What follows belongs to an exercise in optimizing a design on an open flow for small area and few clock cycles per item; a production flow would make more cautious choices.
The RTL was checked by simulation tests, not by an equivalence proof against the original design.
Power and IR drop assume default switching activity.

$ cat design/flow/design.v
package ols_pkg;
   localparam int OLS_DEPTH     = 16;
   localparam int OLS_WORD_BITS = 32;
   localparam int OP_BITS     = 3;
   localparam int VALUE_BITS  = 32;
   localparam int POS_BITS    = 6;
   localparam int STATUS_BITS = 3;
   localparam int COUNT_BITS  = 5;
   localparam logic [VALUE_BITS-1:0] NEG_ONE = '1;
   typedef enum logic [OP_BITS-1:0] {
      OP_PUSH_BACK    = 3'd0,
      OP_POP_BACK     = 3'd1,
      OP_PUSH_FRONT   = 3'd2,
      OP_POP_FRONT    = 3'd3,
      OP_INSERT_AFTER = 3'd4,
      OP_READ_AT      = 3'd5,
      OP_FIND         = 3'd6
   } ols_op_type;
   typedef enum logic [STATUS_BITS-1:0] {
      ST_OK       = 3'd0,
      ST_INDEX    = 3'd1,
      ST_EMPTY    = 3'd2,
      ST_NOTFOUND = 3'd3,
      ST_FULL     = 3'd4
   } ols_status_type;
   typedef struct packed {
      logic load_new;
      logic take_prev;
      logic take_next;
   } ols_cell_ctl_type;
endpackage
import ols_pkg::*;
module ordered_list_store (
   input  logic                          clock,
   input  logic                          reset,
   input  logic                          req_valid,
   output logic                          req_ready,
   input  logic        [OP_BITS-1:0]     req_operation,
   input  logic signed [VALUE_BITS-1:0]  req_value,
   input  logic signed [POS_BITS-1:0]    req_position,
   output logic                          rsp_valid,
   input  logic                          rsp_ready,
   output logic signed [VALUE_BITS-1:0]  rsp_result_word,
   output logic        [STATUS_BITS-1:0] rsp_status,
   output logic        [COUNT_BITS-1:0]  rsp_count
);
   localparam int D = 16;
   logic [4:0]  count_ff;
   logic [3:0]  ord   [D];
   logic [31:0] slot  [D];
   logic         rsp_valid_ff;
   logic [2:0]   rsp_status_ff;
   logic [D-1:0] rsp_vec_ff;
   logic         rsp_find;        
   logic        accept;
   assign req_ready = !rsp_valid_ff || rsp_ready;
   assign accept    = req_valid && req_ready;
   logic [2:0]  op;
   logic        is_ins, is_pop, is_popf, is_read, is_find;
   logic        full, empty;
   logic        pos_neg, pos_lt;      
   logic        ins_ok, pop_ok, read_ok;
   logic [4:0]  q;                    
   logic [3:0]  ridx;                 
   logic [3:0]  rslot;
   assign op      = req_operation;
   assign is_ins  = (op == 3'd0) || (op == 3'd2) || (op == 3'd4);
   assign is_pop  = (op == 3'd1) || (op == 3'd3);
   assign is_popf = (op == 3'd3);
   assign is_read = (op == 3'd5);
   assign is_find = (op == 3'd6);
   assign full    = count_ff[4];
   assign empty   = (count_ff == 5'd0);
   assign pos_neg = req_position[5];
   assign pos_lt  = pos_neg || ({1'b0, req_position[4:0]} < {1'b0, count_ff});
   always_comb begin
      ins_ok = 1'b0;
      q      = 5'd0;
      unique case (op)
         3'd0: begin q = count_ff; ins_ok = !full; end
         3'd2: begin q = 5'd0;     ins_ok = !full; end
         3'd4: begin
            q      = req_position[4:0] + 5'd1;
            ins_ok = !full && pos_lt && (!pos_neg || req_position == 6'h3f);
         end
         default: ;
      endcase
   end
   assign pop_ok  = is_pop && !empty;
   assign read_ok = is_read && !pos_neg && pos_lt;
   assign ridx    = (op == 3'd1) ? (count_ff[3:0] - 4'd1) :
                    (op == 3'd3) ? 4'd0 : req_position[3:0];
   assign rslot   = ord[ridx];
   logic [D-1:0] hit;
   always_comb
      for (int s = 0; s < D; s++) hit[s] = (slot[s] == req_value);
   logic [2:0]   st;
   logic [D-1:0] vec;
   always_comb begin
      st     = 3'd0;
      vec    = '0;
      if (is_ins) begin
         if (op == 3'd4 && !(pos_lt && (!pos_neg || req_position == 6'h3f))) st = 3'd1;
         else if (full) st = 3'd4;
      end else if (is_pop) begin
         if (empty) st = 3'd2;
         else begin vec = D'(1) << rslot; end
      end else if (is_read) begin
         if (!read_ok) st = 3'd1;
         else begin vec = D'(1) << rslot; end
      end else if (is_find) begin
         st  = 3'd3;                  
         vec = hit;
      end
   end
   logic do_ins, do_popf;
   assign do_ins  = accept && ins_ok;
   assign do_popf = accept && pop_ok && is_popf;
   logic [D-1:0] sel_prev, sel_bus, sel_hold;
   logic         sel_next;
   logic [3:0]   ord_in [D];
   always_comb begin
      sel_next = do_popf && !reset;
      for (int i = 0; i < D; i++) begin
         sel_bus[i]  = do_ins && !reset && (5'(i) == q);
         sel_prev[i] = do_ins && !reset && (5'(i) > q);
         sel_hold[i] = !reset && !sel_next && !sel_bus[i] && !sel_prev[i];
         ord_in[i]   = ({4{sel_prev[i]}} & ord[(i+D-1)%D])
                     | ({4{sel_next}}    & ord[(i+1)%D])
                     | ({4{sel_bus[i]}}  & ord[D-1])
                     | ({4{sel_hold[i]}} & ord[i])
                     | ({4{reset}}       & 4'(i));
      end
   end
   always_ff @(posedge clock)
      for (int i = 0; i < D; i++) ord[i] <= ord_in[i];
   always_ff @(posedge clock) begin
      for (int s = 0; s < D; s++)
         if (do_ins && ord[D-1] == 4'(s)) slot[s] <= req_value;
   end
   always_ff @(posedge clock) begin
      if (reset) begin
         count_ff     <= '0;
         rsp_valid_ff <= 1'b0;
      end else begin
         if (accept) begin
            count_ff     <= count_ff + 5'(ins_ok) - 5'(pop_ok);
            rsp_valid_ff <= 1'b1;
         end else if (rsp_ready) begin
            rsp_valid_ff <= 1'b0;
         end
      end
   end
   always_ff @(posedge clock) begin
      if (accept) begin
         rsp_status_ff <= st;
         rsp_vec_ff    <= vec;
      end
   end
   assign rsp_find = (rsp_status_ff == 3'd3);
   logic [D-1:0] hpos;
   logic [3:0]   fidx;
   logic         found;
   always_comb begin
      for (int p = 0; p < D; p++)
         hpos[p] = rsp_find && rsp_vec_ff[ord[p]] && (5'(p) < count_ff);
      found = |hpos;
      fidx  = 4'd0;
      for (int p = D - 1; p >= 0; p--) if (hpos[p]) fidx = 4'(p);
   end
   logic [31:0] slot_word;
   always_comb begin
      slot_word = '0;
      for (int s = 0; s < D; s++)
         slot_word = slot_word | (slot[s] & {32{!rsp_find && rsp_vec_ff[s]}});
   end
   assign rsp_valid       = rsp_valid_ff;
   assign rsp_status      = rsp_status_ff & {3{!found}};
   assign rsp_count       = count_ff;
   assign rsp_result_word = slot_word | {32{|rsp_status}} | {28'b0, fidx};
endmodule
$ cat design/flow/flow/run.sh
#!/bin/bash
# Own layout flow: the standard flow (standard.sh) with three changes.
#  1. Synthesis is ORFS's own, run by standard.sh, with an area-oriented ABC
#     mapping script in place of the speed script (a copy of ORFS's scripts
#     folder with only abc_speed.script replaced); registers are unchanged.
#  2. Port buffers are buf_2 cells.
#  3. Repair buffers stop at buf_6 (buf_8 and up are not used).
#  4. The clock tree uses clkbuf_16 only, larger sink clusters and no dummy
#     loads.
# Each tool's output goes to the ORFS logs under orfs/logs and to the
# flow_*.log files here.
set -euo pipefail
cd "$(dirname "$0")/.."
W=$PWD
rm -rf "$W/scripts_area"
cp -r "$FLOW_HOME/scripts" "$W/scripts_area"
cat > "$W/scripts_area/abc_speed.script" <<'ABC'
&get -n
&st
&syn2
&if -g -K 6
&synch2
&dch -f
&nf -a -R 1000
&put
strash
&get -n
&st
&dch -f
&nf -a -R 1000
&put
ABC
bash standard.sh SCRIPTS_DIR="$W/scripts_area" synth > flow_synth.log 2>&1
# The platform's don't-use cells, and the larger buffers.
DONT_USE="
  sky130_fd_sc_hd__probe_p_8 \
  sky130_fd_sc_hd__probec_p_8 \
  sky130_fd_sc_hd__lpflow_bleeder_1 \
  sky130_fd_sc_hd__lpflow_clkbufkapwr_1 \
  sky130_fd_sc_hd__lpflow_clkbufkapwr_16 \
  sky130_fd_sc_hd__lpflow_clkbufkapwr_2 \
  sky130_fd_sc_hd__lpflow_clkbufkapwr_4 \
  sky130_fd_sc_hd__lpflow_clkbufkapwr_8 \
  sky130_fd_sc_hd__lpflow_clkinvkapwr_1 \
  sky130_fd_sc_hd__lpflow_clkinvkapwr_16 \
  sky130_fd_sc_hd__lpflow_clkinvkapwr_2 \
  sky130_fd_sc_hd__lpflow_clkinvkapwr_4 \
  sky130_fd_sc_hd__lpflow_clkinvkapwr_8 \
  sky130_fd_sc_hd__lpflow_decapkapwr_12 \
  sky130_fd_sc_hd__lpflow_decapkapwr_3 \
  sky130_fd_sc_hd__lpflow_decapkapwr_4 \
  sky130_fd_sc_hd__lpflow_decapkapwr_6 \
  sky130_fd_sc_hd__lpflow_decapkapwr_8 \
  sky130_fd_sc_hd__lpflow_inputiso0n_1 \
  sky130_fd_sc_hd__lpflow_inputiso0p_1 \
  sky130_fd_sc_hd__lpflow_inputiso1n_1 \
  sky130_fd_sc_hd__lpflow_inputiso1p_1 \
  sky130_fd_sc_hd__lpflow_inputisolatch_1 \
  sky130_fd_sc_hd__lpflow_isobufsrc_1 \
  sky130_fd_sc_hd__lpflow_isobufsrc_16 \
  sky130_fd_sc_hd__lpflow_isobufsrc_2 \
  sky130_fd_sc_hd__lpflow_isobufsrc_4 \
  sky130_fd_sc_hd__lpflow_isobufsrc_8 \
  sky130_fd_sc_hd__lpflow_isobufsrckapwr_16 \
  sky130_fd_sc_hd__lpflow_lsbuf_lh_hl_isowell_tap_1 \
  sky130_fd_sc_hd__lpflow_lsbuf_lh_hl_isowell_tap_2 \
  sky130_fd_sc_hd__lpflow_lsbuf_lh_hl_isowell_tap_4 \
  sky130_fd_sc_hd__lpflow_lsbuf_lh_isowell_4 \
  sky130_fd_sc_hd__lpflow_lsbuf_lh_isowell_tap_1 \
  sky130_fd_sc_hd__lpflow_lsbuf_lh_isowell_tap_2 \
  sky130_fd_sc_hd__lpflow_lsbuf_lh_isowell_tap_4 \
  sky130_fd_sc_hd__buf_8 \
  sky130_fd_sc_hd__buf_12 \
  sky130_fd_sc_hd__buf_16 \
  sky130_fd_sc_hd__bufbuf_8 \
  sky130_fd_sc_hd__bufbuf_16"
bash standard.sh \
  "DONT_USE_CELLS=$(echo $DONT_USE)" \
  "CTS_ARGS=-sink_clustering_enable -repair_clock_nets -dont_use_dummy_load -buf_list sky130_fd_sc_hd__clkbuf_16 -sink_clustering_size 25 -sink_clustering_max_diameter 70" \
  "BUFFER_PORTS_ARGS=-buffer_cell sky130_fd_sc_hd__buf_2" \
  finish > flow_layout.log 2>&1
$ cat design/flow/standard.sh
#!/bin/bash
# synth_recipe.tcl (not shown) runs the flow's synth.tcl, then flattens the netlist and writes it again
# the make line also repeats each setting of config.mk as NAME=value (left out here)
make -C /OpenROAD-flow-scripts/flow DESIGN_CONFIG=/design/flow/config.mk WORK_HOME=/design/flow/orfs CLKGATE_MAP_FILE= SYNTH_SCRIPT=/design/flow/synth_recipe.tcl "${@:-finish}"
$ cat design/flow/config.mk
export PLATFORM = sky130hd
export DESIGN_NAME = ordered_list_store
export DESIGN_NICKNAME = ordered_list_store
export VERILOG_FILES = /design/flow/design.v
export SDC_FILE = /design/flow/constraint.sdc
export NUM_CORES = 4
export LEC_CHECK = 0
export CAP_MARGIN = 20
export CORE_MARGIN = 2
export CORE_UTILIZATION = 40
export GPL_TIMING_DRIVEN = 1
export PLACE_DENSITY = 0.8
export SLEW_MARGIN = 10
$ cat design/flow/constraint.sdc
create_clock -name core_clock -period 6.0 [get_ports {clock}]
set_input_delay 1.2000 -clock core_clock [delete_from_list [all_inputs] [get_ports {clock}]]
set_output_delay 1.2000 -clock core_clock [all_outputs]
set_load 0.01 [all_outputs]
==> results of run 1 <==
[stage by stage]
| stage | power [mW] | instance area [um2] | cells | utilization | setup WS (ps) |
|---|---|---|---|---|---|
| 2_1_floorplan | 5.47 | 30600 | 2344 | - | 4.56 |
| 3_3_place_gp | 6.02 | 32900 | 3521 | 0.433 | 581 |
| 3_5_place_dp | 6.05 | 32900 | 3522 | 0.433 | 320 |
| 4_1_cts | 8.15 | 33600 | 3553 | 0.443 | 56.8 |
| 5_1_grt | 8.42 | 33700 | 3555 | 0.443 | 99.1 |
| 6_report | 8.23 | 33700 | 3556 | 0.443 | 136 |
[power breakdown]
part	total [mW]	switching, mW	internal, mW
clock	2.22	1.30	0.914
sequential	4.77	0.162	4.61
combinational	1.24	0.811	0.434
total	8.23	2.28	5.96
[layout by cell type, fill, tap and decap left out, types with 6 or more instances in the layout]
master     Yosys  layout
edfxtp_1     531     531
xnor2_1      263     263
xor2_1       233     233
nand2_1      194     193
a222oi_1     129     129
buf_2          0     128
nand4_1      118     118
a22oi_1       88      88
nor2_1        90      76
dfxtp_1       70      70
nor4_1        66      66
mux4_2        64      64
o21ai_0       61      61
a221oi_1      52      52
a21oi_1       50      50
clkinv_1      44      44
nand3_1       38      38
nor3_1        36      32
clkbuf_16      0      31
a221o_1       25      25
buf_4          1      21
mux2i_1       20      20
ha_1          19      19
a211oi_1      15      15
and3_1        14      14
nor2_4         0      14
o22ai_1       13      13
a22o_1        13      13
nand2b_1      12      12
a31oi_1        8       8
and2_2         0       8
nor2b_1        7       7
and2_1         0       7
a2bb2oi_1      7       7
o211ai_1       6       6
[sequential cells by signal (all words and copies together), names as in the netlist]
name           count
ord               64
rsp_vec_ff        16
slot             512
rsp_status_ff      3
rsp_valid_ff       1
count_ff           5
[tightest hold or removal path: stages (launching register included)]
cell      delay [ps]
dfxtp_1          310
nand2b_1         100
a21oi_1           70
[cell families after synthesis]
kind of cell / Yosys count / share of synthesized area
AOI/OAI and AO/OA: 486 / 0.125
adders and majority gates: 20 / 0.00841
and+or+nand+nor: 608 / 0.0982
muxes: 87 / 0.0547
DFF: 601 / 0.566
buffers and inverters: 46 / 0.00576
xor gates and xnor gates: 496 / 0.142
[Yosys cell counts (all sizes together), types with 12 or more instances]
library cell	number	area, um2
a221o	25	250
a222oi	129	1290
nand4	118	738
clkinv	44	165
a221oi	52	455
a21oi	50	250
and3	14	87.6
nor3	36	180
mux4	64	1440
nand2b	12	75.1
xnor2	263	2300
a22oi	88	661
ha	19	238
nor2	90	338
o21ai	61	305
xor2	233	2040
nor4	66	413
edfxtp	531	15900
a22o	13	114
mux2i	20	200
and2	19	119
a211oi	15	113
dfxtp	70	1400
nand2	194	728
nand3	38	190
o22ai	13	81.3
[per-layer routing]
layer  up-vias  wire (um)  track usage  part of all wire
li1       9844          -            -                 -
met1     11700      37400        0.350              0.35
met2      2300      46400        0.398              0.43
met3       434      16100       0.0673              0.15
met4         6       7290        0.135             0.068
met5         -         32            0           0.00030
[repair_timing]
item,in CTS,in global routing
setup endpoints to repair,0,18
hold buffers,0,0
endpoints found under the hold margin,0,0
gates resized for setup,0,1
[final cells by class]
| cell class | instances | area share |
|---|---|---|
| Clock buffer | 31 | 0.0230 |
| Tap cell | 1030 | 0.0383 |
| Antenna cell | 1 | 0.0000743 |
| Inverter | 44 | 0.00491 |
| Timing Repair Buffer | 152 | 0.0245 |
| Sequential cell | 601 | 0.515 |
| Multi-Input combinational cell | 1697 | 0.394 |
[path summary, 6_finish.rpt]
| kind | start | end | cells after the start |
|---|---|---|---|
| worst max-delay path | rsp_vec_ff[3] | rsp_result_word[19] | 11 |
| worst min-delay path | rsp_valid_ff | rsp_valid_ff | 2 |
| worst max register to register | count_ff[2] | ord[2][1] | 16 |
| worst min register to register | rsp_valid_ff | rsp_valid_ff | 2 |
==> metrics.yaml, run 1 <==
die:
  dieArea_um2: 78800
  die_y_um: 281
  io_pins: 87
  fp-row-count: 101
  start_util: 0.404
  die_x_um: 281
  coreArea_um2: 75900
layout:
  multi_input_area_um2: 13300
  drive_gt1_frac: 0.109
  seq_area_um2: 17300
  fillers: 6777
  nNetsFinal: 2592
  area_growth_pct: 9.86
synth:
  synth_area_um2: 30600
  ys_seq_elements: 601
  yosys_warnings: 4
  synth_seq_area_share: 0.566
  synth_edf_count: 531
  syn_inst: 2344
  syn_avg_cell_area_um2: 13.1
  yosysUniqueCellTypes: 52
  synthArstFlopShare: 0
  synth_top_flop_cell: "edfxtp_1"
  synth_nets: 2409
cts:
  cts_buffer_depth: 3
  clkSlewWorstSetupHoldPaths_ps: 100
  cts-root-buf: "clkbuf_16"
  clk_latency_ps: 670
  clock_sinks: 601
  htree_num_levels: 1
  post-cts-setup-buffers: 0
  cts_tree: "done"
  cts_buffers: 31
outcome:
  status: "no timing/DRC/antenna violations"
sta:
  finalMaxSlewViolations: 0
  layout_min_cycle_time_ps: 5860
  setup_tns_ps: 0
  fin_hold_ws_ps: 530
  fmax_ghz: 0.171
  max_slew_margin: 0.176
  final.period_utilization: 0.977
  setup_violations: 0
  finClkSkew_ps: 59.8
  tightest_slew_ps: 1220
  rsz0062_at_grt: "no"
  hold_viol: 0
power:
  p_per_area_nw_per_um2: 244
  peakVddDrop_uv: 255
  p_leak_nw: 10.6
place:
  dp_hpwl_mm: 74.4
  gp_congestion: 1.05
  io_buffer_count: 86
grt:
  grt_pass1_wl_mm: 154
  grt_pass1_vias: 22500
  grt_max_degree: 44
  grt_util_all_layers: 0.263
  antenna_found_initial: 5
  gr-total-overflow: 0
routing:
  post_drt_wl_per_cell_um: 30.1
  drc: 0
  dr.pass1.iters: 12
  drt_iter0_drc: 5705
  num_vias: 24300
  drtAntennaViolNets: 0
  vias_per_cell: 6.83
  wl_mm: 107
critical_path:
  arrival_ps: 4660
  critPathMaxFanout: 22
  criticalPathCategory: "flop to output port"
  start_kind: "flop"
  cpLargestDelayFamily: "multiplexers"
  reg2reg_slack_ps: 470
  max_stage_delay_ps: 700
  cpMaxStageDelayCell: "edfxtp_1"
  crit_path_frequent_cell: "mux4_2"
  crit_buf_inv: 2
  end_kind: "output port"
  cp.required_ps: 4800
  cp_cell_sequence: "mux4_2 > mux4_2 > and2_0 > a22oi_1 > o21ai_0 > nor2_1 > o31a_1 > nand2_4 > buf_4 > nand3_1 > buf_2"
worst_hold_path:
  hp-class: "flop to flop"
run:
  maxCapViolCount: 0
Testbench counts, summed over its fixed seeds: cycles 16,008, items 16,000.
==> inputs of run 2 (changes only) <==
--- a/design/flow/flow/run.sh
+++ b/design/flow/flow/run.sh
@@ -15,15 +15,6 @@
 rm -rf "$W/scripts_area"
 cp -r "$FLOW_HOME/scripts" "$W/scripts_area"
 cat > "$W/scripts_area/abc_speed.script" <<'ABC'
-&get -n
-&st
-&syn2
-&if -g -K 6
-&synch2
-&dch -f
-&nf -a -R 1000
-&put
-strash
 &get -n
 &st
 &dch -f
--- a/design/flow/config.mk
+++ b/design/flow/config.mk
@@ -5,7 +5,7 @@
 export SDC_FILE = /design/flow/constraint.sdc
 export NUM_CORES = 4
 export LEC_CHECK = 0
-export CAP_MARGIN = 20
+export CAP_MARGIN = 10
 export CORE_MARGIN = 2
 export CORE_UTILIZATION = 40
 export GPL_TIMING_DRIVEN = 1
==> run 2 against run 1 <==
Still clean. Synthesized area rose by 0.53%. Non-clock buffer count shrank 2. Combinational power about the same. First-iteration DRC count fell by 28%. Critical path depth grew 1. Final cell count rose by 0.65%. Sequential share of layout area is 0.40 points lower. Sequential cell count is the same. Clock skew grew 39 ps. Synthesized cell count grew 0.81%. Total power up 3.1%. Clock-buffer cell count rose by 6. Largest power group unchanged. Highest routed layer is now met4.
==> metrics.yaml, run 2 <==
outcome:
  status: "no timing/DRC/antenna violations"
synth:
  synth_edf_count: 531  # unchanged
  synth_top_area_share: 0.518  # -0.00277
  synth-xor-area-share: 0.142  # +0.000383
  ys_seq_elements: 601  # unchanged
  synthMuxAreaShare: 0.0581  # +0.00340
  synth_area_um2: 30800  # +0.53%
  yosysUniqueCellTypes: 51  # -1.9%
  synth_seq_area_share: 0.563  # -0.00301
  synthAdderAreaFrac: 0.00837  # -0.0000447
  synth_common_cells: "edfxtp_1, xor2_1, nand2_1, a222oi_1, nor4_1"
  syn_avg_cell_area_um2: 13.0  # -0.27%
  synth_top_family_by_area: "XOR/XNOR gates"
  synth_top_flop_cell: "edfxtp_1"
  syn_inst: 2363  # +0.81%
  ys_top_cells_by_area: "edfxtp_1, xor2_1, mux4_2, dfxtp_1, a222oi_1"
  yosys_warnings: 4  # unchanged
  synth_compound_area_frac: 0.113  # -0.0125
  synth.most_common_cell: "edfxtp_1"
  synthArstFlopShare: 0  # unchanged
  synthSimpleGateAreaFrac: 0.110  # +0.0120
  synth_top_cell_by_area: "edfxtp_1"
  synth_nets: 2428  # +0.79%
routing:
  drc: 0  # unchanged
  vias_per_cell: 6.38  # -6.6%
  wl_mm: 92.7  # -14%
  drtAntennaViolNets: 0  # unchanged
  num_vias: 22900  # -6.0%
  dr.pass1.iters: 10  # -2
  post_drt_wl_per_cell_um: 25.9  # -14%
  drt_iter0_drc: 4129  # -28%
sta:
  finClkSkew_ps: 98.7  # +38.9 ps
  setup_tns_ps: 0  # unchanged
  fmax_ghz: 0.173  # +1.7%
  rsz0062_at_grt: "no"
  layout_setup_ws_ps: 234  # +97.9 ps
  layout_min_cycle_time_ps: 5770  # -97.9 ps
  final.period_utilization: 0.961  # -0.0163
  tightest_slew_ps: 1210  # -14.7 ps
  max_slew_margin: 0.194  # +0.0173
  setup_violations: 0  # unchanged
  finalMaxSlewViolations: 0  # unchanged
  hold_viol: 0  # unchanged
place:
  post-place-cells: 3541  # +0.54%
  dp_slack_ps: 918  # +598 ps
  dp_hpwl_mm: 64.6  # -13%
  io_buffer_count: 86  # unchanged
  gp_congestion: 1.00  # -4.6%
layout:
  fin_cells: 3579  # +0.65%
  area_growth_pct: 10.1
  regMostFlops: "slot"
  layout_commonest_cell: "edfxtp_1"
  drive_gt1_frac: 0.112  # +0.00334
  reg.largest.list: "slot (512), ord (64), rsp_vec_ff (16)"
  largest_reg_flops: 512  # unchanged
  nNetsFinal: 2615  # +0.89%
  final_cell_mix: "edfxtp_1, xor2_1, nand2_1"
cts:
  clock_sinks: 601  # unchanged
  cts_buffers: 37  # +19%
  cts-root-buf: "clkbuf_16"
  cts_resized: 0  # unchanged
  post-cts-setup-buffers: 0  # unchanged
  clkSlewWorstSetupHoldPaths_ps: 50  # -50 ps
  clk_latency_ps: 600  # -70 ps
  cts_tree: "done"
  htree_num_levels: 2  # +1
  holdBufCountCts: 0  # unchanged
  cts_buffer_depth: 3  # unchanged
die:
  die_y_um: 282  # +0.26%
  dieArea_um2: 79300  # +0.53%
  fp-row-count: 101  # unchanged
  io_pins: 87  # unchanged
  coreArea_um2: 76100  # +0.17%
  die_x_um: 282  # +0.26%
  start_util: 0.405  # +0.00148
power:
  peakVddDrop_uv: 187  # -27%
  p_leak_nw: 11.0  # +3.6%
  power.total_mw: 8.48  # +3.1%
  p_per_area_nw_per_um2: 250  # +2.3%
grt:
  gr-total-overflow: 0  # unchanged
  grtUsageMet1: 0.311  # -0.0388
  met2_usage: 0.356  # -0.0417
  grt_util_all_layers: 0.227  # -0.0366
  gr-max-usage-layer: "met2"
  grt_pass1_vias: 21400  # -4.7%
  grt_max_degree: 44  # unchanged
  use_met3: 0.0389  # -0.0285
  antenna_found_initial: 1  # -4
  grt_pass1_wl_mm: 136  # -12%
critical_path:
  critPathMaxFanout: 17  # -23%
  start_kind: "flop"
  end_kind: "output port"
  cp.required_ps: 4800  # about the same
  arrival_ps: 4570  # -90 ps
  reg2reg_slack_ps: 1430  # +960 ps
  criticalPathCategory: "flop to output port"
run:
  maxCapViolCount: 0  # unchanged
worst_hold_path:
  hp-class: "flop to flop"
==> run 2: cell types whose count changed in the layout (fill, tap and decap cells not counted), moves of 20 or more <==
cell     before  now
nand3_1      38   86
a21oi_1      50   30
nand4_1     118   79
xnor2_1     263   98
xor2_1      233  402
nor4_1       66  113
==> run 2: kinds of logic after synthesis <==
family,Yosys count
AOI/OAI and AO/OA,428
xor gates and xnor gates,500
adders and majority gates,20
buffers and inverters,44
DFF,601
muxes,80
and+or+nand+nor,690
==> run 2: routing by layer <==
metal	wire length (um)	share of wire
met4	4440	0.048
met2	42100	0.45
met1	35600	0.38
met3	10500	0.11
met5	0	0
==> run 2: final timing paths <==
check	from	end	cells past startpoint
worst max register to register	count_ff[1]	slot[13][18]	12
worst min register to register	rsp_valid_ff	rsp_valid_ff	2
worst min-delay path	rsp_valid_ff	rsp_valid_ff	2
worst max-delay path	rsp_status_ff[2]	rsp_result_word[20]	12
==> run 2: stage by stage <==
step	util	area, um2	hold WS [ps]
floorplan	-	30800	459
global placement	0.434	33000	504
detailed placement	0.434	33000	524
CTS	0.446	33900	533
global route	0.446	33900	568
finish	0.446	33900	536
==> run 2: cell type report <==
cell class / count / area (um2)
sequential: 601 / 17300
antenna: 1 / 2.50
multi-input combinational: 1718 / 13400
fill: 6853 / 42100
tap: 1030 / 1290
timing repair buffer: 150 / 796
inverter: 42 / 158
clock buffer: 37 / 926
==> run 2: worst max-delay path: stages (launching register included) <==
cell and delay (ps):
edfxtp_1 430, or2_0 570, and2_1 600, buf_2 390
a222oi_1 420, clkinv_1 110, a221oi_1 240, nand3_1 110
a221o_1 280, a221o_1 250, a221oi_1 300, nand3_1 120
buf_2 200
==> run 2: power by group <==
group | switching (mW) | internal [mW] | leakage [nW]
clock network | 1.31 | 1.10 | 0.456
registers | 0.191 | 4.64 | 5.38
logic | 0.785 | 0.459 | 5.16
==> inputs of run 3 (changes only) <==
--- a/design/flow/flow/run.sh
+++ b/design/flow/flow/run.sh
@@ -18,7 +18,7 @@
 &get -n
 &st
 &dch -f
-&nf -a -R 1000
+&nf -p -R 1000 -C 32
 &put
 ABC
 bash standard.sh SCRIPTS_DIR="$W/scripts_area" synth > flow_synth.log 2>&1
==> run 3 against run 2 <==
Still clean on timing, DRC and antenna. First-iteration DRC count grew 1.4%. Critical endpoint is now rsp_result_word[6]. Critical path type unchanged. Worst setup slack improved by 230 ps. Core utilization shrank 0.23 points. Die area is 0.44% lower. Sequential cell count did not move.
==> metrics.yaml, run 3 <==
cts:
  htree_num_levels: 2  # unchanged
  cts_buffers: 37  # unchanged
  cts_resized: 0  # unchanged
  clk_latency_ps: 600  # about the same
  clock_sinks: 601  # unchanged
  holdBufCountCts: 0  # unchanged
  cts_tree: "done"
  clkSlewWorstSetupHoldPaths_ps: 100  # +50 ps
  post-cts-setup-buffers: 0  # unchanged
  cts-root-buf: "clkbuf_16"
  cts_buffer_depth: 3  # unchanged
power:
  peakVddDrop_uv: 188  # +0.58%
  p_per_area_nw_per_um2: 252  # +0.87%
  p_leak_nw: 10.2  # -7.3%
  power.total_mw: 8.50  # +0.18%
grt:
  grt_max_degree: 44  # unchanged
  grtUsageMet1: 0.305  # -0.00607
  use_met3: 0.0487  # +0.00985
  gr-total-overflow: 0  # unchanged
  antenna_found_initial: 7  # +6
  grt_pass1_wl_mm: 137  # +0.78%
  grt_pass1_vias: 21500  # +0.51%
  gr-max-usage-layer: "met2"
  met2_usage: 0.361  # +0.00424
  grt_util_all_layers: 0.229  # +0.00227
critical_path:
  critPathMaxFanout: 32  # +15
  cpLargestDelayFamily: "simple AND/OR/NAND/NOR gates"
  cpMaxStageDelayCell: "edfxtp_1"
  cp_cell_sequence: "mux4_2 > nor2b_1 > a31oi_1 > o21ai_0 > nand3_1 > nor2b_1 > nor3b_1 > nand4_1 > nor2_1 > and2_0 > nor3_2 > clkbuf_4 > nand4_1 > buf_2"
  arrival_ps: 4330  # -240 ps
  crit_buf_inv: 2  # -1
  start_kind: "flop"
  criticalPathCategory: "flop to output port"
  end_kind: "output port"
  cp.required_ps: 4800  # about the same
  max_stage_delay_ps: 690  # +90 ps
sta:
  tightest_slew_ps: 1360  # +154 ps
  finalMaxSlewViolations: 0  # unchanged
  setup_violations: 0  # unchanged
  hold_viol: 0  # unchanged
  final.period_utilization: 0.922  # -0.0389
  fmax_ghz: 0.181  # +4.2%
  layout_min_cycle_time_ps: 5530  # -233 ps
  setup_tns_ps: 0  # unchanged
  rsz0062_at_grt: "no"
  finClkSkew_ps: 90.8  # -7.88 ps
  max_slew_margin: 0.0873  # -0.106
layout:
  largest_reg_flops: 512  # unchanged
  layout_commonest_cell: "edfxtp_1"
  drive_gt1_frac: 0.108  # -0.00425
  area_growth_pct: 9.88
  reg.largest.list: "slot (512), ord (64), rsp_vec_ff (16)"
  final_cell_mix: "edfxtp_1, xnor2_1, nand2_1"
  nNetsFinal: 2539  # -2.9%
  regMostFlops: "slot"
die:
  die_y_um: 281  # -0.22%
  dieArea_um2: 78900  # -0.44%
  start_util: 0.404  # -0.00114
  fp-row-count: 101  # unchanged
  coreArea_um2: 75900  # -0.17%
  io_pins: 87  # unchanged
  die_x_um: 281  # -0.22%
synth:
  synth.most_common_cell: "edfxtp_1"
  synth_top_area_share: 0.520  # +0.00232
  syn_avg_cell_area_um2: 13.3  # +2.0%
  synth_seq_area_share: 0.566  # +0.00253
  yosys_warnings: 4  # unchanged
  ys_seq_elements: 601  # unchanged
  synth_top_cell_by_area: "edfxtp_1"
  yosysUniqueCellTypes: 52  # +2.0%
  ys_top_cells_by_area: "edfxtp_1, xnor2_1, mux4_2, a222oi_1, dfxtp_1"
  synth_edf_count: 531  # unchanged
  synthArstFlopShare: 0  # unchanged
  syn_inst: 2306  # -2.4%
  synth_nets: 2371  # -2.3%
  synth_area_um2: 30700  # -0.45%
  synth_top_flop_cell: "edfxtp_1"
  synth_common_cells: "edfxtp_1, xnor2_1, nand2_1, nand4_1, a222oi_1"
routing:
  dr.pass1.iters: 12  # +2
  drtAntennaViolNets: 0  # unchanged
  post_drt_wl_per_cell_um: 26.3  # +1.5%
  num_vias: 22500  # -1.4%
  wl_mm: 92.0  # -0.69%
  drt_iter0_drc: 4188  # +1.4%
  drc: 0  # unchanged
  vias_per_cell: 6.43  # +0.73%
place:
  gp_congestion: 1.00  # about the same
  io_buffer_count: 86  # unchanged
  dp_hpwl_mm: 64.0  # -0.85%
outcome:
  status: "no timing/DRC/antenna violations"
worst_hold_path:
  hp-class: "flop to flop"
run:
  maxCapViolCount: 0  # unchanged
run 3: report_power, final:
part           leakage [nW]  total [mW]  switching [mW]  internal (mW)
sequential             5.38        4.83           0.192           4.64
clock                 0.456        2.40            1.30           1.10
combinational          4.36        1.27           0.783          0.482
run 3: cells by family (layout without fill, tap and decap cells):
kind of cell | after synthesis | after routing | share of synthesized area
AOI/OAI and AO/OA | 427 | 427 | 0.114
xor gates and xnor gates | 500 | 500 | 0.143
adders and majority gates | 20 | 20 | 0.00840
buffers and inverters | 34 | 200 | 0.00428
DFF | 601 | 601 | 0.566
muxes | 80 | 80 | 0.0583
other | 0 | 1 | 0
and+or+nand+nor | 644 | 644 | 0.107
run 3: metal layers:
metal	wire length (um)	up-vias	share of wire
li1	-	9698	-
met1	35200	11100	0.38
met2	42200	1523	0.46
met3	9870	239	0.11
met4	4750	12	0.052
met5	70	-	0.00076
run 3: through the flow:
step	utilization	area (um2)	hold WS, ps	instances	setup WS (ps)
after floorplan	-	30700	459	2306	551
after global placement	0.431	32800	513	3465	973
after detailed placement	0.431	32800	522	3465	826
after CTS	0.444	33700	510	3502	237
after global routing	0.444	33700	540	3503	69.2
final	0.444	33700	512	3503	467
run 3: final timing paths:
| kind | slack (ps) | cells after the start | startpoint | to |
|---|---|---|---|---|
| worst min register to register | 510 | 2 | ord[5][3] | ord[4][3] |
| worst min-delay path | 510 | 2 | ord[5][3] | ord[4][3] |
| worst max-delay path | 470 | 14 | rsp_vec_ff[9] | rsp_result_word[6] |
| worst max register to register | 1210 | 14 | count_ff[1] | ord[14][0] |
run 3: final cells by class:
class                      count  area, um2
inverter                      32        120
antenna                        1       2.50
tap                         1030       1290
sequential                   601      17300
timing repair buffer         131        701
multi-input combinational   1671      13300
clock buffer                  37        926
fill                        6709      42200
run 3: worst reg2reg max path: cells and delay by family, from the launching register on:
| kind | cells | cell delay, ps |
|---|---|---|
| compound gates | 5 | 1370 |
| fa+ha+maj | 1 | 410 |
| simple gates | 6 | 1840 |
| flops | 1 | 520 |
| buf+inv | 2 | 520 |
==> inputs of run 4 (changes only) <==
--- a/design/flow/flow/run.sh
+++ b/design/flow/flow/run.sh
@@ -18,7 +18,7 @@
 &get -n
 &st
 &dch -f
-&nf -p -R 1000 -C 32
+&nf -a -R 1000
 &put
 ABC
 bash standard.sh SCRIPTS_DIR="$W/scripts_area" synth > flow_synth.log 2>&1
@@ -67,6 +67,6 @@
   sky130_fd_sc_hd__bufbuf_16"
 bash standard.sh \
   "DONT_USE_CELLS=$(echo $DONT_USE)" \
-  "CTS_ARGS=-sink_clustering_enable -repair_clock_nets -dont_use_dummy_load -buf_list sky130_fd_sc_hd__clkbuf_16 -sink_clustering_size 25 -sink_clustering_max_diameter 70" \
+  "CTS_ARGS=-sink_clustering_enable -repair_clock_nets -dont_use_dummy_load -buf_list sky130_fd_sc_hd__clkbuf_16 -sink_clustering_size 30 -sink_clustering_max_diameter 80" \
   "BUFFER_PORTS_ARGS=-buffer_cell sky130_fd_sc_hd__buf_2" \
   finish > flow_layout.log 2>&1
==> run 4 against run 3 <==
Die area grew 0.44%. Largest power group unchanged. Still clean. Hold slack gained 25 ps. Final area grew 0.18%. Worst setup slack lost 190 ps. Clock-buffer cell count shrank 7. Synthesized cell count grew 2.5%. Sequential power is essentially flat. Critical path depth shrank 2.
==> metrics.yaml, run 4 <==
cts:
  cts-root-buf: "clkbuf_16"
  htree_num_levels: 1  # -1
  clkSlewWorstSetupHoldPaths_ps: 60  # -40 ps
  cts_tree: "done"
  post-cts-setup-buffers: 0  # unchanged
  cts_buffer_depth: 3  # unchanged
  holdBufCountCts: 0  # unchanged
  clk_latency_ps: 640  # +40 ps
  cts_resized: 0  # unchanged
  clock_sinks: 601  # unchanged
  cts_buffers: 30  # -19%
sta:
  rsz0062_at_grt: "no"
  final.period_utilization: 0.954  # +0.0316
  setup_violations: 0  # unchanged
  setup_tns_ps: 0  # unchanged
  fmax_ghz: 0.175  # -3.3%
  finalMaxSlewViolations: 0  # unchanged
  tightest_slew_ps: 1140  # -225 ps
  layout_min_cycle_time_ps: 5720  # +190 ps
  max_slew_margin: 0.240  # +0.153
  hold_viol: 0  # unchanged
  finClkSkew_ps: 89.0  # -1.86 ps
grt:
  grt_pass1_vias: 21600  # +0.28%
  met2_usage: 0.357  # -0.00316
  grt_pass1_wl_mm: 136  # -0.95%
  grt_max_degree: 44  # unchanged
  grt_util_all_layers: 0.225  # -0.00432
  antenna_found_initial: 2  # -5
  grtUsageMet1: 0.308  # +0.00225
  gr-total-overflow: 0  # unchanged
  use_met3: 0.0398  # -0.00894
  gr-max-usage-layer: "met2"
synth:
  ys_seq_elements: 601  # unchanged
  synth_top_cell_by_area: "edfxtp_1"
  synth_seq_area_share: 0.563  # -0.00253
  syn_inst: 2363  # +2.5%
  synthArstFlopShare: 0  # unchanged
  synth.most_common_cell: "edfxtp_1"
  synth_nets: 2428  # +2.4%
  synth_top_flop_cell: "edfxtp_1"
  syn_avg_cell_area_um2: 13.0  # -2.0%
  ys_top_cells_by_area: "edfxtp_1, xor2_1, mux4_2, dfxtp_1, a222oi_1"
  yosys_warnings: 4  # unchanged
  synth_common_cells: "edfxtp_1, xor2_1, nand2_1, a222oi_1, nor4_1"
  synth_top_area_share: 0.518  # -0.00232
  synth_area_um2: 30800  # +0.45%
  synth_edf_count: 531  # unchanged
  yosysUniqueCellTypes: 51  # -1.9%
critical_path:
  start_kind: "flop"
  critPathMaxFanout: 17  # -47%
  arrival_ps: 4520  # +190 ps
  cp.required_ps: 4800  # about the same
  criticalPathCategory: "flop to output port"
  end_kind: "output port"
run:
  maxCapViolCount: 0  # unchanged
die:
  die_x_um: 282  # +0.22%
  die_y_um: 282  # +0.22%
  coreArea_um2: 76100  # +0.17%
  io_pins: 87  # unchanged
  fp-row-count: 101  # unchanged
  start_util: 0.405  # +0.00114
  dieArea_um2: 79300  # +0.44%
place:
  gp_congestion: 1.00  # about the same
  io_buffer_count: 86  # unchanged
  post-place-cells: 3541  # +2.2%
  placed_area_um2: 33000  # +0.72%
  dp_hpwl_mm: 64.6  # +0.86%
layout:
  layout_commonest_cell: "edfxtp_1"
  reg.largest.list: "slot (512), ord (64), rsp_vec_ff (16)"
  drive_gt1_frac: 0.110  # +0.00219
  multi_input_area_um2: 13400  # +0.76%
  regMostFlops: "slot"
  final_cell_mix: "edfxtp_1, xor2_1, nand2_1"
  area_growth_pct: 9.58
  final_util: 0.444  # about the same
  largest_reg_flops: 512  # unchanged
  fin_cells: 3573  # +2.0%
  seq_area_um2: 17300  # unchanged
  fin_area_um2: 33800  # +0.18%
  nNetsFinal: 2608  # +2.7%
  fillers: 6869  # +2.4%
power:
  p_leak_nw: 10.9  # +7.0%
  p_per_area_nw_per_um2: 243  # -3.4%
  power.total_mw: 8.22  # -3.3%
  peakVddDrop_uv: 190  # +0.81%
routing:
  drtAntennaViolNets: 0  # unchanged
  post_drt_wl_per_cell_um: 25.7  # -2.0%
  wl_mm: 92.0  # about the same
  num_vias: 22800  # +1.3%
  vias_per_cell: 6.39  # -0.70%
  drt_iter0_drc: 4254  # +1.6%
  dr.pass1.iters: 10  # -2
  drc: 0  # unchanged
worst_hold_path:
  hp-class: "flop to flop"
outcome:
  status: "no timing/DRC/antenna violations"
==> run 4: changes by cell type after synthesis, moves of 20 or more <==
cell | before | now
nor4_1 | 50 | 113
nand3_1 | 22 | 86
xor2_1 | 82 | 402
a222oi_1 | 152 | 115
nand4_1 | 153 | 79
a221oi_1 | 22 | 42
xnor2_1 | 418 | 98
==> run 4: cell families after synthesis <==
| logic type | Yosys count | synth area share |
|---|---|---|
| adder cells (fa/ha/maj) | 20 | 0.00837 |
| buffers and inverters | 44 | 0.00548 |
| AND/OR/NAND/NOR | 690 | 0.110 |
| XOR/XNOR | 500 | 0.142 |
| multiplexers | 80 | 0.0581 |
| flip-flops | 601 | 0.563 |
| AO/OA/AOI/OAI | 428 | 0.113 |
==> run 4: per-stage QoR <==
| step | setup WS [ps] | hold slack, ps |
|---|---|---|
| final | 277 | 537 |
| after global routing | 48.5 | 570 |
| after CTS | 290 | 533 |
| after detailed placement | 918 | 524 |
| after global placement | 1010 | 504 |
| after floorplan | 484 | 459 |
==> run 4: final cells by class <==
| cell class | instances | share of cell area |
|---|---|---|
| Timing Repair Buffer | 150 | 0.0236 |
| Sequential cell | 601 | 0.514 |
| Tap cell | 1030 | 0.0382 |
| Inverter | 42 | 0.00467 |
| Multi-Input combinational cell | 1718 | 0.397 |
| Clock buffer | 30 | 0.0222 |
| Antenna cell | 2 | 0.000148 |
==> run 4: power by group <==
group	internal, mW	switching [mW]	leakage [nW]	total [mW]
clock	0.887	1.26	0.370	2.15
sequential	4.64	0.192	5.38	4.83
combinational	0.459	0.782	5.16	1.24
==> run 4: layer usage <==
layer,wire length (um),up-vias
met5,0,-
met4,3880,0
met3,10100,200
met2,42400,1524
met1,35600,11200
li1,-,9843
==> run 4: final timing paths <==
check / start / end / slack, ps / depth (start not counted)
worst min-delay path: ord[14][3] / ord[14][3] / 540 / 2
worst max-delay path: rsp_status_ff[2] / rsp_result_word[20] / 280 / 12
worst max register to register: count_ff[1] / slot[13][27] / 1360 / 12
worst min register to register: ord[14][3] / ord[14][3] / 540 / 2
==> run 4: worst max-delay path, stage by stage, from the launching register on <==
cell	delay [ps]
edfxtp_1	430
or2_0	560
and2_1	600
buf_2	380
a222oi_1	340
clkinv_1	110
a221oi_1	240
nand3_1	110
a221o_1	280
a221o_1	260
a221oi_1	300
nand3_1	110
buf_2	200
==> inputs of run 5 (changes only) <==
--- a/design/flow/flow/run.sh
+++ b/design/flow/flow/run.sh
@@ -18,7 +18,7 @@
 &get -n
 &st
 &dch -f
-&nf -a -R 1000
+&nf -p -R 1000 -C 32
 &put
 ABC
 bash standard.sh SCRIPTS_DIR="$W/scripts_area" synth > flow_synth.log 2>&1
--- a/design/flow/config.mk
+++ b/design/flow/config.mk
@@ -9,5 +9,5 @@
 export CORE_MARGIN = 2
 export CORE_UTILIZATION = 40
 export GPL_TIMING_DRIVEN = 1
-export PLACE_DENSITY = 0.8
+export PLACE_DENSITY = 0.85
 export SLEW_MARGIN = 10
==> run 5 against run 4 <==
Via count up 1.5%. First-iteration DRC count up 16%. Sequential cell count is the same. Wire length is 0.29% lower. Maximum frequency decreased by 2.4%. Critical path type unchanged. Critical path depth is 1 higher. Hold slack better by 8.2 ps. Non-clock buffer count up 12. Synthesized area is 0.45% lower. Total power down 0.26%. Core utilization down 0.074 points. Clock skew fell by 16 ps.
==> metrics.yaml, run 5 <==
cts:
  htree_num_levels: 1  # unchanged
  cts_buffers: 29  # -3.3%
  clkSlewWorstSetupHoldPaths_ps: 120  # +60 ps
  clock_sinks: 601  # unchanged
  clk_latency_ps: 620  # -20 ps
  holdBufCountCts: 0  # unchanged
  cts_buffer_depth: 3  # unchanged
  cts_tree: "done"
  cts-root-buf: "clkbuf_16"
critical_path:
  reg2reg_slack_ps: 1480  # +120 ps
  end_kind: "output port"
  arrival_ps: 4660  # +140 ps
  criticalPathCategory: "flop to output port"
  rr_startpoint: "count_ff[2]"
  start_kind: "flop"
  critPathMaxFanout: 17  # unchanged
  reg2reg_to: "ord[14][0]"
  reg2reg_depth: 14  # +2
  cp.required_ps: 4800  # about the same
sta:
  max_slew_margin: 0.0898  # -0.151
  final.period_utilization: 0.977  # +0.0236
  hold_viol: 0  # unchanged
  finalMaxSlewViolations: 0  # unchanged
  tightest_slew_ps: 1360  # +221 ps
  rsz0062_at_grt: "no"
  setup_violations: 0  # unchanged
  layout_min_cycle_time_ps: 5860  # +142 ps
  finClkSkew_ps: 72.9  # -16.1 ps
  fmax_ghz: 0.171  # -2.4%
  layout_setup_ws_ps: 136  # -142 ps
  setup_tns_ps: 0  # unchanged
  fin_hold_ws_ps: 545  # +8.17 ps
outcome:
  status: "no timing/DRC/antenna violations"
synth:
  syn_avg_cell_area_um2: 13.3  # +2.0%
  syn_inst: 2306  # -2.4%
  yosysUniqueCellTypes: 52  # +2.0%
  yosys_warnings: 4  # unchanged
  synthArstFlopShare: 0  # unchanged
  synth_edf_count: 531  # unchanged
  synth_area_um2: 30700  # -0.45%
  synth_top_cell_by_area: "edfxtp_1"
  ys_seq_elements: 601  # unchanged
  synth_nets: 2371  # -2.3%
  ys_top_cells_by_area: "edfxtp_1, xnor2_1, mux4_2, a222oi_1, dfxtp_1"
  synth_top_area_share: 0.520  # +0.00232
  synth_top_flop_cell: "edfxtp_1"
  synth_seq_area_share: 0.566  # +0.00253
  synth_common_cells: "edfxtp_1, xnor2_1, nand2_1, nand4_1, a222oi_1"
  synth.most_common_cell: "edfxtp_1"
grt:
  antenna_found_initial: 6  # +4
  grt_pass1_wl_mm: 135  # -0.34%
  grt_util_all_layers: 0.225  # +0.000517
  gr-total-overflow: 0  # unchanged
  grt_max_degree: 44  # unchanged
  grt_pass1_vias: 21300  # -1.3%
layout:
  largest_reg_flops: 512  # unchanged
  regMostFlops: "slot"
  final_cell_mix: "edfxtp_1, xnor2_1, nand2_1"
  drive_gt1_frac: 0.117  # +0.00683
  final_util: 0.443  # -0.000744
  reg.largest.list: "slot (512), ord (64), rsp_vec_ff (16)"
  diodes: 0  # -2
  nNetsFinal: 2562  # -1.8%
  fin_area_um2: 33600  # -0.33%
  fin_cells: 3525  # -1.3%
  layout_commonest_cell: "edfxtp_1"
  area_growth_pct: 9.71
power:
  p_leak_nw: 10.2  # -6.2%
  p_per_area_nw_per_um2: 244  # about the same
  peakVddDrop_uv: 216  # +14%
  power.total_mw: 8.20  # -0.26%
routing:
  wl_mm: 91.7  # -0.29%
  post_drt_wl_per_cell_um: 26.0  # +1.1%
  vias_per_cell: 6.57  # +2.9%
  drc: 0  # unchanged
  drt_iter0_drc: 4937  # +16%
  dr.pass1.iters: 9  # -1
  num_vias: 23200  # +1.5%
  drtAntennaViolNets: 0  # unchanged
die:
  dieArea_um2: 78900  # -0.44%
  die_y_um: 281  # -0.22%
  io_pins: 87  # unchanged
  die_x_um: 281  # -0.22%
  start_util: 0.404  # -0.00114
  coreArea_um2: 75900  # -0.17%
  fp-row-count: 101  # unchanged
place:
  dp_hpwl_mm: 63.7  # -1.3%
  io_buffer_count: 86  # unchanged
  dp_slack_ps: 771  # -147 ps
  post-place-cells: 3473  # -1.9%
  gp_congestion: 1.01  # +0.21%
  placed_area_um2: 32800  # -0.62%
worst_hold_path:
  hp-class: "flop to flop"
  holdCritStartpoint: "ord[5][3]"
  whs_path_depth: 2  # unchanged
  holdPathEnd: "ord[4][3]"
run:
  maxCapViolCount: 0  # unchanged
## run 5: cell count changes after synthesis, sizes merged, moves of 12 or more
cell / before / now
xnor2: 98 / 418
nand3: 86 / 22
a221oi: 42 / 22
xor2: 402 / 82
and4: 2 / 17
a22o: 28 / 14
nor2: 108 / 90
a221o: 29 / 17
nor4: 113 / 50
nand4: 79 / 153
a222oi: 115 / 152
## run 5: critical path: stages (launching register included)
cell,delay (ps)
edfxtp_1,820
mux4_2,370
mux2i_1,60
o21ai_0,550
nand3_1,180
nor2b_1,180
nor3b_1,160
nand4_1,110
nor2_1,70
and2_0,180
nor3_2,220
buf_2,480
nand4_1,380
buf_2,260
## run 5: cell type report
class / count / area [um2]
Clock buffer: 29 / 726
Timing Repair Buffer: 162 / 848
Fill cell: 6627 / 42300
Inverter: 32 / 120
Tap cell: 1030 / 1290
Sequential cell: 601 / 17300
Multi-Input combinational cell: 1671 / 13300
## run 5: kinds of logic after synthesis
kind of cell,Yosys count,share of synthesized area
flip-flops,601,0.566
AND/OR/NAND/NOR,644,0.107
AO/OA/AOI/OAI,427,0.114
XOR/XNOR,500,0.143
multiplexers,80,0.0583
buffers and inverters,34,0.00428
adder cells (fa/ha/maj),20,0.00840
## run 5: report_power, final
part           total [mW]  internal (mW)  leakage (nW)  switching (mW)
combinational        1.29          0.491          4.49           0.801
sequential           4.82           4.64          5.38           0.184
clock                2.09          0.858         0.357            1.23
## run 5: worst max-delay path by stage
stage	depth (start not counted)	slack, ps	startpoint	endpoint
2_1_floorplan	10	550	req_position[4]	slot[3][0]
3_3_place_gp	13	770	rsp_vec_ff[1]	rsp_result_word[1]
3_5_place_dp	13	770	rsp_vec_ff[1]	rsp_result_word[1]
4_1_cts	13	90	rsp_vec_ff[1]	rsp_result_word[1]
5_1_grt	13	20	rsp_status_ff[2]	rsp_result_word[28]
6_report	13	140	rsp_vec_ff[6]	rsp_result_word[28]
## run 5: repair_timing
action,CTS,global route
setup buffers,0,23
gates resized for setup,0,4
endpoints found under the setup margin,0,18
## run 5: per-layer routing
layer,up-vias,GRT usage,share of wire
met5,-,0,0.00095
met4,12,0.0956,0.052
met3,289,0.0437,0.13
met2,1888,0.351,0.45
met1,11200,0.308,0.37
li1,9755,-,-
==> inputs of run 6 (changes only) <==
--- a/design/flow/config.mk
+++ b/design/flow/config.mk
@@ -9,5 +9,5 @@
 export CORE_MARGIN = 2
 export CORE_UTILIZATION = 40
 export GPL_TIMING_DRIVEN = 1
-export PLACE_DENSITY = 0.85
+export PLACE_DENSITY = 0.8
 export SLEW_MARGIN = 10
==> run 6 against run 5 <==
Critical path type unchanged. Non-clock buffer count fell by 31. Total power rose by 2.4%. Maximum frequency rose by 5.6%. First-iteration DRC count fell by 16%. Synthesized area did not move. Final area barely moved. Global-route usage rose by 0.30 points. Sequential cell count did not move. Clock skew rose by 50 ps. Synthesized cell count did not move. Core utilization barely moved. Wire length rose by 0.13%.
==> metrics.yaml, run 6 <==
synth:
  syn_avg_cell_area_um2: 13.3  # unchanged
  ys_top_cells_by_area: "edfxtp_1, xnor2_1, mux4_2, a222oi_1, dfxtp_1"
  synthAdderAreaFrac: 0.00840  # unchanged
  yosysUniqueCellTypes: 52  # unchanged
  ys_seq_elements: 601  # unchanged
  synth_area_um2: 30700  # unchanged
  synth_edf_count: 531  # unchanged
  yosys_warnings: 4  # unchanged
  synth-xor-area-share: 0.143  # unchanged
  synth_nets: 2371  # unchanged
  synth_compound_area_frac: 0.114  # unchanged
  synth_top_area_share: 0.520  # unchanged
  synth_top_family_by_area: "XOR/XNOR gates"
  syn_inst: 2306  # unchanged
  synthSimpleGateAreaFrac: 0.107  # unchanged
  synth_top_cell_by_area: "edfxtp_1"
  synth_top_flop_cell: "edfxtp_1"
  synth.most_common_cell: "edfxtp_1"
  synthArstFlopShare: 0  # unchanged
  synthMuxAreaShare: 0.0583  # unchanged
  synth_seq_area_share: 0.566  # unchanged
  synth_common_cells: "edfxtp_1, xnor2_1, nand2_1, nand4_1, a222oi_1"
routing:
  vias_per_cell: 6.42  # -2.3%
  post_drt_wl_per_cell_um: 26.2  # +0.88%
  drtAntennaViolNets: 0  # unchanged
  dr.pass1.iters: 9  # unchanged
  drc: 0  # unchanged
  num_vias: 22500  # -3.0%
  drt_iter0_drc: 4149  # -16%
  wl_mm: 91.8  # +0.13%
place:
  io_buffer_count: 86  # unchanged
  gp_congestion: 1.00  # -0.17%
  dp_hpwl_mm: 64.0  # +0.51%
grt:
  grt_pass1_vias: 21400  # +0.53%
  grt_max_degree: 44  # unchanged
  grt_pass1_wl_mm: 137  # +0.81%
  antenna_found_initial: 8  # +2
  gr-total-overflow: 0  # unchanged
  grt_util_all_layers: 0.228  # +0.00301
layout:
  regMostFlops: "slot"
  final_util: 0.443  # about the same
  largest_reg_flops: 512  # unchanged
  fillers: 6739  # +1.7%
  reg.largest.list: "slot (512), ord (64), rsp_vec_ff (16)"
  nNetsFinal: 2536  # -1.0%
  final_cell_mix: "edfxtp_1, xnor2_1, nand2_1"
  layout_commonest_cell: "edfxtp_1"
  drive_gt1_frac: 0.107  # -0.0101
  diodes: 0  # unchanged
  area_growth_pct: 9.62  # about the same
critical_path:
  criticalPathCategory: "flop to output port"
  cp.required_ps: 4800  # about the same
  end_kind: "output port"
  arrival_ps: 4360  # -300 ps
  start_kind: "flop"
  critPathMaxFanout: 32  # +15
cts:
  cts-root-buf: "clkbuf_16"
  clk_latency_ps: 620  # about the same
  cts_buffers: 34  # +17%
  holdBufCountCts: 0  # unchanged
  clock_sinks: 601  # unchanged
  cts_buffer_depth: 3  # unchanged
  post-cts-setup-buffers: 0  # unchanged
  clkSlewWorstSetupHoldPaths_ps: 110  # about the same
  htree_num_levels: 2  # +1
  cts_tree: "done"
die:
  dieArea_um2: 78900  # unchanged
  io_pins: 87  # unchanged
  die_y_um: 281  # unchanged
  fp-row-count: 101  # unchanged
  coreArea_um2: 75900  # unchanged
  start_util: 0.404  # unchanged
  die_x_um: 281  # unchanged
sta:
  layout_min_cycle_time_ps: 5560  # -309 ps
  setup_violations: 0  # unchanged
  finClkSkew_ps: 123  # +50.0 ps
  tightest_slew_ps: 1380  # +20.1 ps
  hold_viol: 0  # unchanged
  max_slew_margin: 0.0763  # -0.0135
  fmax_ghz: 0.180  # +5.6%
  finalMaxSlewViolations: 0  # unchanged
  final.period_utilization: 0.926  # -0.0515
  rsz0062_at_grt: "no"
  setup_tns_ps: 0  # unchanged
power:
  p_per_area_nw_per_um2: 250  # +2.5%
  peakVddDrop_uv: 156  # -28%
  p_leak_nw: 10.2  # -0.75%
  power.total_mw: 8.39  # +2.4%
run:
  maxCapViolCount: 0  # unchanged
outcome:
  status: "no timing/DRC/antenna violations"
worst_hold_path:
  hp-class: "flop to flop"
## run 6: power by group
| part | switching [mW] | internal [mW] |
|---|---|---|
| sequential | 0.191 | 4.64 |
| clock | 1.29 | 1.01 |
| combinational | 0.782 | 0.482 |
| total | 2.26 | 6.13 |
## run 6: cell type report
type	count	area, um2	share of cell area
clock buffers	34	851	0.0253
inverters	32	120	0.00357
multi-input cells	1671	13300	0.396
flip-flops and latches	601	17300	0.516
well taps	1030	1290	0.0383
repair buffers	131	701	0.0208
## run 6: timing repair
action                                  4_1_cts  5_1_grt
endpoints found under the setup margin        0       24
endpoints found under the hold margin         0        0
gates resized for setup                       0        1
## run 6: cells by family after synthesis
group	after synthesis
buffers and inverters	34
flip-flops	601
multiplexers	80
AO/OA/AOI/OAI	427
XOR/XNOR	500
adder cells (fa/ha/maj)	20
AND/OR/NAND/NOR	644
## run 6: final timing paths
check                     start             endpoint  slack (ps)  cells after the start
setup / recovery  rsp_vec_ff[2]  rsp_result_word[23]         440                     12
hold / removal        ord[5][3]            ord[4][3]         500                      2
setup reg to reg    count_ff[1]           ord[14][0]        1230                     14
hold reg to reg       ord[5][3]            ord[4][3]         500                      2
## run 6: stage by stage
step / area, um2 / cells / setup slack, ps / hold slack, ps
after global placement: 32800 / 3465 / 973 / 513
after detailed placement: 32800 / 3465 / 826 / 522
after global routing: 33600 / 3499 / 63.9 / 524
after CTS: 33600 / 3499 / 234 / 498
after floorplan: 30700 / 2306 / 551 / 459
final: 33600 / 3499 / 445 / 500
## run 6: layer usage
| metal | up-vias | global-route usage | wire (um) |
|---|---|---|---|
| met5 | - | 0 | 101 |
| met4 | 16 | 0.0919 | 4040 |
| met3 | 192 | 0.0468 | 10100 |
| met2 | 1586 | 0.364 | 42700 |
| met1 | 11000 | 0.305 | 34800 |
| li1 | 9682 | - | - |
## run 6: worst max-delay path: stages, from the launching register on
cell and delay (ps):
edfxtp_1 700, mux4_2 560, mux4_2 520, nor3b_1 190, nor2b_1 150, nor3b_1 320
nand4_1 160, nor2_1 160, and2_0 180, nor3_2 60, clkbuf_4 370, nand4_1 190
buf_2 150
==> inputs of run 7 (changes only) <==
--- a/design/flow/config.mk
+++ b/design/flow/config.mk
@@ -7,7 +7,7 @@
 export LEC_CHECK = 0
 export CAP_MARGIN = 10
 export CORE_MARGIN = 2
-export CORE_UTILIZATION = 40
+export CORE_UTILIZATION = 55
 export GPL_TIMING_DRIVEN = 1
 export PLACE_DENSITY = 0.8
 export SLEW_MARGIN = 10
==> run 7 against run 6 <==
Final cell count decreased by 7.7%. Worst setup slack worse by 270 ps. Synthesized area did not move. Combinational power about the same. Register-to-register slack better by 90 ps. Largest cell class unchanged.
==> metrics.yaml, run 7 <==
synth:
  synth_seq_area_share: 0.566  # unchanged
  yosys_warnings: 4  # unchanged
  synth_edf_count: 531  # unchanged
  yosysUniqueCellTypes: 52  # unchanged
  synthMuxAreaShare: 0.0583  # unchanged
  synth_top_flop_cell: "edfxtp_1"
  ys_top_cells_by_area: "edfxtp_1, xnor2_1, mux4_2, a222oi_1, dfxtp_1"
  synth_top_cell_by_area: "edfxtp_1"
  synth_nets: 2371  # unchanged
  synthArstFlopShare: 0  # unchanged
  synth_top_family_by_area: "XOR/XNOR gates"
  synth_compound_area_frac: 0.114  # unchanged
  ys_seq_elements: 601  # unchanged
  synth_common_cells: "edfxtp_1, xnor2_1, nand2_1, nand4_1, a222oi_1"
  synthSimpleGateAreaFrac: 0.107  # unchanged
  syn_inst: 2306  # unchanged
  synth.most_common_cell: "edfxtp_1"
  syn_avg_cell_area_um2: 13.3  # unchanged
  synth_area_um2: 30700  # unchanged
  synth_top_area_share: 0.520  # unchanged
  synthAdderAreaFrac: 0.00840  # unchanged
  synth-xor-area-share: 0.143  # unchanged
critical_path:
  end_kind: "output port"
  arrival_ps: 4620  # +260 ps
  reg2reg_slack_ps: 1320  # +90 ps
  reg2reg_to: "rsp_vec_ff[4]"
  criticalPathCategory: "flop to output port"
  critPathMaxFanout: 17  # -47%
  start_kind: "flop"
  rr_startpoint: "count_ff[2]"
  reg2reg_depth: 16  # +2
  cp.required_ps: 4800  # about the same
sta:
  finalMaxSlewViolations: 0  # unchanged
  max_slew_margin: 0.120  # +0.0441
  setup_violations: 0  # unchanged
  tightest_slew_ps: 1310  # -65.9 ps
  layout_setup_ws_ps: 177  # -268 ps
  hold_viol: 0  # unchanged
  setup_tns_ps: 0  # unchanged
  fmax_ghz: 0.172  # -4.6%
  final.period_utilization: 0.970  # +0.0446
  rsz0062_at_grt: "no"
  layout_min_cycle_time_ps: 5820  # +268 ps
  finClkSkew_ps: 58.9  # -63.9 ps
routing:
  drtAntennaViolNets: 0  # unchanged
  drc: 0  # unchanged
  vias_per_cell: 7.15  # +11%
  wl_mm: 94.2  # +2.6%
  post_drt_wl_per_cell_um: 29.2  # +11%
  dr.pass1.iters: 10  # +1
  num_vias: 23100  # +2.9%
  drt_iter0_drc: 3999  # -3.6%
place:
  dp_hpwl_mm: 65.5  # +2.3%
  dp_slack_ps: 945  # +119 ps
  gp_congestion: 1.01  # +0.93%
  io_buffer_count: 86  # unchanged
grt:
  grt_pass1_wl_mm: 140  # +2.6%
  antenna_found_initial: 0  # -8
  grt_pass1_vias: 22100  # +3.2%
  gr-total-overflow: 0  # unchanged
  grt_util_all_layers: 0.325  # +0.0966
  grt_max_degree: 44  # unchanged
layout:
  layout_commonest_cell: "edfxtp_1"
  drive_gt1_frac: 0.112  # +0.00549
  final_cell_mix: "edfxtp_1, xnor2_1, nand2_1"
  nNetsFinal: 2549  # +0.51%
  area_growth_pct: 8.49
  seq_area_um2: 17300  # about the same
  reg.largest.list: "slot (512), ord (64), rsp_vec_ff (16)"
  regMostFlops: "slot"
  multi_input_area_um2: 13300  # about the same
  fillers: 4260  # -37%
  largest_reg_flops: 512  # unchanged
cts:
  cts_buffer_depth: 3  # unchanged
  cts_buffers: 31  # -8.8%
  htree_num_levels: 1  # -1
  cts-root-buf: "clkbuf_16"
  clk_latency_ps: 640  # +20 ps
  clkSlewWorstSetupHoldPaths_ps: 110  # about the same
  clock_sinks: 601  # unchanged
  cts_tree: "done"
die:
  start_util: 0.557  # +0.153
  coreArea_um2: 55100  # -27%
  dieArea_um2: 57700  # -27%
  io_pins: 87  # unchanged
  die_y_um: 240  # -15%
  die_x_um: 240  # -15%
  fp-row-count: 86  # -15%
power:
  peakVddDrop_uv: 319  # +100%
  p_leak_nw: 10.2  # +0.28%
  p_per_area_nw_per_um2: 249  # -0.29%
worst_hold_path:
  whs_path_depth: 2  # unchanged
  holdCritStartpoint: "rsp_valid_ff"
  hp-class: "flop to flop"
  holdPathEnd: "rsp_valid_ff"
run:
  maxCapViolCount: 0  # unchanged
outcome:
  status: "no timing/DRC/antenna violations"
## run 7: changes by cell type in the layout (fill, tap and decap cells not counted), sizes merged
cell	change
clkbuf	-4
buf	+17
diode	+1
## run 7: timing repair
item	in CTS	in global routing
resized for setup	0	2
setup buffers	0	0
endpoints found under the setup margin	0	6
hold buffers	0	0
## run 7: layout make-up
type	count	share of cell area
sequential	601	0.521
multi-input combinational	1671	0.400
tap	748	0.0281
clock buffer	31	0.0233
timing repair buffer	147	0.0233
inverter	32	0.00361
antenna	1	0.0000752
## run 7: worst max path at each step
stage / from / to / slack [ps]
after floorplan: req_position[4] / slot[3][0] / 550
after global placement: count_ff[4] / rsp_result_word[11] / 970
after detailed placement: ord[15][0] / rsp_result_word[13] / 940
after CTS: rsp_vec_ff[1] / rsp_result_word[13] / 290
after global routing: rsp_vec_ff[11] / rsp_result_word[13] / 20
final: rsp_vec_ff[1] / rsp_result_word[23] / 180
## run 7: per-stage QoR
| stage | utilization | power (mW) | cells | instance area, um2 | hold slack (ps) |
|---|---|---|---|---|---|
| 4_1_cts | 0.604 | 8.27 | 3230 | 33300 | 523 |
| 6_report | 0.604 | 8.28 | 3231 | 33300 | 515 |
| 5_1_grt | 0.604 | 8.53 | 3230 | 33300 | 546 |
| 3_5_place_dp | 0.590 | 6.16 | 3199 | 32500 | 512 |
| 2_1_floorplan | - | 5.59 | 2306 | 30700 | 459 |
| 3_3_place_gp | 0.590 | 6.13 | 3199 | 32500 | 505 |
## run 7: kinds of logic (layout without fill, tap and decap cells)
family | count (synthesis) | after routing
adders and majority gates | 20 | 20
and+or+nand+nor | 644 | 644
muxes | 80 | 80
buffers and inverters | 34 | 210
other | 0 | 1
AOI/OAI and AO/OA | 427 | 427
xor gates and xnor gates | 500 | 500
DFF | 601 | 601
## run 7: power by group
group / internal, mW / switching (mW)
sequential: 4.64 / 0.202
clock: 0.914 / 1.26
combinational: 0.487 / 0.783
total: 6.04 / 2.25
## run 7: worst max-delay path: stages, from the launching register on
cell and delay (ps):
edfxtp_1 780, mux4_2 570, mux4_2 540, nor3b_1 190, nor2b_1 170, nor3b_1 330
nand4_1 180, nor2_1 220, and2_0 200, nor3_2 60, buf_2 310, nand4_1 250
buf_2 160
## run 7: metal layers
| metal | vias up | wire [um] | GRT usage |
|---|---|---|---|
| met3 | 312 | 10500 | 0.0572 |
| met1 | 11300 | 34700 | 0.435 |
| met4 | 0 | 5340 | 0.153 |
| met5 | - | 0 | 0 |
| met2 | 1712 | 43700 | 0.519 |
| li1 | 9734 | - | - |

## port drivers added, routing unchanged
The flow's constraints put no driver on any port. The routed layouts listed below were extracted and timed again, unchanged, in two steps. Step 1 sets driving cells, clkbuf_16 on the clock port and buf_2 on the other inputs (assumed; they add their load-dependent delay and slew). Step 2 times the ports against the registers' clock, not the clock port: input delays grow and output delays shrink by t, the midpoint of the rising clock arrivals with the driver on. a / b / c = ideal ports / drivers / drivers and shift; a / b = the first two.
run	shift t [ns]	setup WS [ns]	latest minus earliest clock arrival (ns)	slew at the worst register clock pin (ns)
run 1	0.698	0.136 / 0.069 / 0.031	0.068 / 0.068	0.10 / 0.10
run 2	0.618	0.234 / 0.170 / 0.788	0.101 / 0.100	0.11 / 0.11
run 3	0.624	0.467 / 0.402 / 0.765	0.093 / 0.092	0.10 / 0.10
run 4	0.658	0.277 / 0.220 / 0.878	0.090 / 0.091	0.12 / 0.12
run 5	0.651	0.136 / 0.071 / 0.722	0.079 / 0.079	0.12 / 0.12
run 6	0.626	0.445 / 0.381 / 0.855	0.124 / 0.124	0.11 / 0.11
run 7	0.680	0.177 / 0.113 / 0.793	0.067 / 0.067	0.11 / 0.11
After both steps every run listed still meets setup and hold. For run 1, which loses most, drivers alone change the setup slack by -0.067 ns; drivers and shift together by -0.105 ns.
